Context: an optimization exercise on an open-source flow, tuned for small area and a short achievable clock period. The choices shown serve that exercise and are no tape-out recipe. Where RTL was checked, it was by simulation tests only, not by an equivalence proof against the original.

// ex_top
module ex_top (
    input  logic               clk,
    input  logic               reset,
    input  logic               in_valid,
    input  logic [4:0]         operator,
    input  logic [31:0]        operand1,
    input  logic [31:0]        operand2,
    input  logic [4:0]         dest_addr,
    input  logic               dest_write,
    output logic               out_valid,
    output logic [4:0]         write_addr,
    output logic               write_enable,
    output logic [31:0]        write_data
);
Size: about 4000 cells after synthesis, ~100 flip-flops, roughly 120 I/O pins.
==> flow/config.mk <==
export PLATFORM = sky130hd
export DESIGN_NAME = ex_top
export DESIGN_NICKNAME = ex_top
export VERILOG_FILES = /design/flow/design.v
export SDC_FILE = /design/flow/constraint.sdc
export NUM_CORES = 4
export LEC_CHECK = 0
export ABC_AREA = 1
export CAP_MARGIN = 20
export CORE_MARGIN = 2
export CORE_UTILIZATION = 60
export SETUP_SLACK_MARGIN = 4.5
export SLEW_MARGIN = 20
export SYNTH_HIERARCHICAL = 1
==> flow/constraint.sdc <==
create_clock -name core_clock -period 14.0 [get_ports {clk}]
set_input_delay 2.8000 -clock core_clock [delete_from_list [all_inputs] [get_ports {clk}]]
set_output_delay 2.8000 -clock core_clock [all_outputs]
set_load 0.01 [all_outputs]
standard.sh (not shown) runs the stock make flow with config.mk's settings and CLKGATE_MAP_FILE= SYNTH_SCRIPT=/design/flow/synth_recipe.tcl, a recipe that flattens the netlist after the stock synthesis.
==> flow/flow/run.sh <==
#!/bin/bash
# Layout flow: the standard flow (standard.sh), with the port buffers
# inserted as sky130_fd_sc_hd__buf_2 cells instead of the default delay-buffer
# cells. Every tool's output goes to flow_run.log; ORFS keeps its per-step logs
# under orfs/logs.
set -euo pipefail
export BUFFER_PORTS_ARGS="-buffer_cell sky130_fd_sc_hd__buf_2"
bash standard.sh finish > flow_run.log 2>&1
Edit:
- CORE_UTILIZATION: 60 -> 40
- SETUP_SLACK_MARGIN: 4.5 -> 4.75
Effect:
- flip-flop and latch count stays the same
- via count came out lower by about 3%
- synthesized area does not change
- global-route usage came out lower by 18 points
- wire length came out higher by 1.6%
- worst setup slack improved by 0.45 ns
- sequential share of layout area came out lower by 0.31 points
- hold slack barely changes
- maximum frequency came out higher by about 5%
- cell count came out higher by 9.0%
Edit:
- CAP_MARGIN: 20 -> 5
- SETUP_SLACK_MARGIN: 4.75 -> 4.5
- SLEW_MARGIN: 20 -> 5
=> Flip-flop and latch count does not change. Wire length falls by 4.2%. Register-to-register slack loses 0.05 ns. Cell count went down by 0.78%. Non-clock buffer count goes down by 36. Global-route usage hardly moves.
Edit:
- CAP_MARGIN: 5 -> 20
- SLEW_MARGIN: 5 -> 20
The changed run finished with timing, DRC and antenna clean.
First-iteration DRC count is unchanged.
Final cell count does not change.
Fmax is unchanged.
Clock skew is unchanged.
Global-route usage is unchanged.
Cell area stays the same.


ex_top, a different RTL version from the one above (not shown whole).
Size: ~4300 cells after synthesis, ~100 flip-flops, ~120 I/O pins, roughly 34000 sq um of cells after synthesis.
clock: 14.0 ns
lec_check: 0
abc_area: 1
cap_margin: 20
core_margin: 2
core_utilization: 60
slew_margin: 20
run.sh (not shown) runs the stock make flow with config.mk's settings and CLKGATE_MAP_FILE= SYNTH_SCRIPT=/design/flow/synth_recipe.tcl, a recipe that flattens the netlist after the stock synthesis.
Stock flow here: none of the scripts above is used.
The first run went through all stages and came out clean.
==> next run, changes <==
Settings changed: CORE_UTILIZATION 60 to 40.
Outcome:
- register-to-register slack is worse by 0.12 ns
- non-clock buffer count climbs by 9
- worst hold slack is worse by 0.011 ns
- maximum frequency climbs slightly
- count of clock-buffer cells in the layout stays the same
- global-route usage drops by 14 points
- routed wire length climbs by a few percent
- utilization drops by 21 points
- synthesized area stays the same
- final cell count climbs by a little under a tenth
No functional check of the RTL was part of any run of this note.


job 101:
Another version of the RTL of ex_top (not shown whole).
For scale: ~3800 cells after synthesis, roughly 100 flip-flops, about 120 I/O pins.
clock: 14.0 ns
lec_check: 0
abc_area: 1
cap_margin: 20
core_margin: 2
core_utilization: 40
setup_slack_margin: 2.0
slew_margin: 20
synth_hierarchical: 1
Here is what was changed in the inputs of job 102 compared with job 101.
Settings: clearing SETUP_SLACK_MARGIN, which used to be 2.0.
[summary]
Job 101 → job 102: clock period minus final worst setup slack grew by 0.94 ns, number of cells on the critical path grew by 3, via count shrank by 101.
No run of this note included a check of the RTL's function; only the layout flow was run.


Setup of run A:
ex_top, a different RTL version from the one above (not shown whole).
For scale: ~3,800 cells after synthesis, roughly 100 flip-flops, roughly 32,000 µm² of cells after synthesis.
// ex_top
module ex_top (
    input  logic               clk,
    input  logic               reset,
    input  logic               in_valid,
    input  logic [4:0]         operator,
    input  logic [31:0]        operand1,
    input  logic [31:0]        operand2,
    input  logic [4:0]         dest_addr,
    input  logic               dest_write,
    output logic               out_valid,
    output logic [4:0]         write_addr,
    output logic               write_enable,
    output logic [31:0]        write_data
);
export LEC_CHECK = 0
export ABC_AREA = 1
export CAP_MARGIN = 20
export CORE_MARGIN = 2
export CORE_UTILIZATION = 40
export SETUP_SLACK_MARGIN = 4.5
export SLEW_MARGIN = 20
export SYNTH_HIERARCHICAL = 1
export TNS_END_PERCENT = 10
create_clock -name core_clock -period 14.0 [get_ports {clk}]
standard.sh (not shown) runs the stock make flow with config.mk's settings and CLKGATE_MAP_FILE= SYNTH_SCRIPT=/design/flow/synth_recipe.tcl, a recipe that flattens the netlist after the stock synthesis.
Scripts as last shown in full above: flow/flow/run.sh
Run A: PASS, flow complete, no timing, DRC or antenna violations
Input changes introduced in run B (baseline for comparison: run A):
Settings: TNS_END_PERCENT removed (was 10).
diff --git a/flow/flow/run.sh b/flow/flow/run.sh
--- a/flow/flow/run.sh
+++ b/flow/flow/run.sh
@@ -3 +3 @@
-# inserted as sky130_fd_sc_hd__buf_2 cells instead of the default delay-buffer
+# inserted as sky130_fd_sc_hd__buf_4 cells instead of the default delay-buffer
@@ -7 +7 @@
-export BUFFER_PORTS_ARGS="-buffer_cell sky130_fd_sc_hd__buf_2"
+export BUFFER_PORTS_ARGS="-buffer_cell sky130_fd_sc_hd__buf_4"
==> run summary <==
Between run B and run A, the difference in area added between synthesis and finish is negligible.
Register-to-register slack is higher on run B
Between run B and run A, the finished layout cell area does not differ in any meaningful way.
For the transition at the pin with the smallest max-transition slack, run B came in 0.024 ns lower than run A did.
Run B has more setup slack than run A.
Diff run A..run B | area after synthesis | unchanged
Modified inputs, run C compared to run B
diff --git a/flow/flow/run.sh b/flow/flow/run.sh
--- a/flow/flow/run.sh
+++ b/flow/flow/run.sh
@@ -3 +3 @@
-# inserted as sky130_fd_sc_hd__buf_4 cells instead of the default delay-buffer
+# inserted as sky130_fd_sc_hd__buf_1 cells instead of the default delay-buffer
@@ -7 +7 @@
-export BUFFER_PORTS_ARGS="-buffer_cell sky130_fd_sc_hd__buf_4"
+export BUFFER_PORTS_ARGS="-buffer_cell sky130_fd_sc_hd__buf_1"
==> comparison <==
For core area, run B and run C come out practically identical.
[compare] base=run B new=run C: area after synthesis neither gained nor lost much, post-layout instance area shrank by 0.71%.
The sequential share of layout area was comparable across run B and run C.
Taking run B as the reference point, the depth of the critical timing path with buffers and inverters included of run C rises by 7.
Run C reports its last element of the critical path as hi[23]$_DFF_P_ while run B reports write_data[22]$_DFF_P_.
Summary of run C over run B: area growth from synthesis to layout now sits lower.
A startpoint of the worst setup timing path of operand1[11] is what run C shows, while operand1[1] belongs to run B.
Run B and run C ended up with nearly the same worst setup slack after layout.
Run B -> run C: fmax flat
--- input diff run C..run D ---
Settings: removing SETUP_SLACK_MARGIN (formerly 4.5).
diff --git a/flow/flow/run.sh b/flow/flow/run.sh
--- a/flow/flow/run.sh
+++ b/flow/flow/run.sh
@@ -3 +3 @@
-# inserted as sky130_fd_sc_hd__buf_1 cells instead of the default delay-buffer
+# inserted as sky130_fd_sc_hd__buf_2 cells instead of the default delay-buffer
@@ -7 +7,2 @@
-export BUFFER_PORTS_ARGS="-buffer_cell sky130_fd_sc_hd__buf_1"
+export BUFFER_PORTS_ARGS="-buffer_cell sky130_fd_sc_hd__buf_2"
+export SETUP_SLACK_MARGIN=4.7
### Flow results
The flow did not stop early for run D: all stages ran, and the layout cleared the timing, DRC and antenna checks. | non-clock buffer count | higher: run D |. Looking at final worst hold slack, run D sits 0.011 ns above run C. Compared with run C, run D shows via count that has gone up slightly. Run D: post-route non-filler standard cell count 20 above run C. Taking run C as the reference, in run D number of buffer and inverter instances along the worst setup path moved down; largest net degree at the start of global routing did not really move. Of run C and run D, the lower routing usage on met3 belongs to run D. The cell area in run D sits about 2.2% above the value recorded for run C. Compared with run C, run D shows a higher worst setup margin.


== S ==
Another version of the RTL of ex_top (not shown whole).
Size: roughly 3800 cells after synthesis, ~120 I/O pins, ~0.032 mm^2 of cells after synthesis.
export LEC_CHECK = 0
export ABC_AREA = 1
export CAP_MARGIN = 20
export CORE_MARGIN = 2
export CORE_UTILIZATION = 40
export GPL_ROUTABILITY_DRIVEN = 0
export SETUP_SLACK_MARGIN = 4.5
export SLEW_MARGIN = 20
export SYNTH_HIERARCHICAL = 1
create_clock -name core_clock -period 14.0 [get_ports {clk}]
==> flow/flow/run.sh <==
#!/bin/bash
# Layout flow: the standard flow (standard.sh), with the port buffers
# inserted as sky130_fd_sc_hd__buf_2 cells instead of the default delay-buffer
# cells. Every tool's output goes to flow_run.log; ORFS keeps its per-step logs
# under orfs/logs.
set -euo pipefail
export BUFFER_PORTS_ARGS="-buffer_cell sky130_fd_sc_hd__buf_2"
bash standard.sh finish > flow_run.log 2>&1
S did not stop at any stage, and its layout met the timing, DRC and antenna checks.
diff inputs: S => T
- PLACE_DENSITY newly set to 0.75
- GPL_ROUTABILITY_DRIVEN removed (was 0)
--- outcome ---
Total vias in the final route went up by a few percent going from S to T. Compared with S, T supports a lower clock frequency. Going from S to T, actual transition at the worst max-transition pin shrank by 140 ps, footprint of the multi-input gates shows no meaningful change, setup slack dropped 100 ps. First-pass GRT wire length on T is ahead of S. Per the comparison of T with S, final wirelength lower; count of clock buffers in the final design lower; routed metal-1 wire length lower.
No run of this note included a check of the RTL's function; only the layout flow was run.

[what the ideal ports hide]
How much do the figures lean on ideal ports? The routed layouts below were timed once more, with nothing changed but the port constraints.
Step 1 (the two cells are an assumption about what drives the block):
set clk [get_ports {clk}]
set_driving_cell -lib_cell sky130_fd_sc_hd__clkbuf_16 $clk
set_driving_cell -lib_cell sky130_fd_sc_hd__buf_2 [delete_from_list [all_inputs] $clk]
Step 2 also shifts input and output timing later by t, the mid clock arrival at the registers, as if the neighbouring blocks saw the same clock.
a / b / c = ideal / step 1 / step 2; a / b = the first two.
run | t, ns | setup WS [ns] | worst slew at a driven data input, ns
the first run of note 1 | 0.438 | 4.569 / 4.592 / 4.155 | 0.06
the second run of note 1 | 0.443 | 5.023 / 5.054 / 4.611 | 0.08
the third run of note 1 | 0.436 | 4.772 / 4.803 / 4.367 | 0.06
the fourth run of note 1 | 0.436 | 4.772 / 4.803 / 4.367 | 0.06
the first run of note 2 | 0.412 | 0.940 / 0.950 / 0.537 | 0.07
the second run of note 2 | 0.408 | 1.101 / 1.065 / 0.656 | 0.10
job 101 | 0.408 | 2.318 / 2.332 / 1.924 | 0.06
job 102 | 0.409 | 1.379 / 1.393 / 0.984 | 0.06
run A | 0.398 | 4.568 / 4.581 / 4.183 | 0.04
run B | 0.395 | 4.579 / 4.568 / 4.173 | 0.05
run C | 0.407 | 4.577 / 4.574 / 4.167 | 0.04
run D | 0.402 | 4.790 / 4.802 / 4.400 | 0.06
S | 0.394 | 4.703 / 4.705 / 4.311 | 0.05
T | 0.414 | 4.601 / 4.609 / 4.195 | 0.05
After both steps every run listed still meets setup and hold. The setup slack of the second run of note 2, which loses most, moves by -0.036 ns with the drivers and by -0.445 ns with both steps.
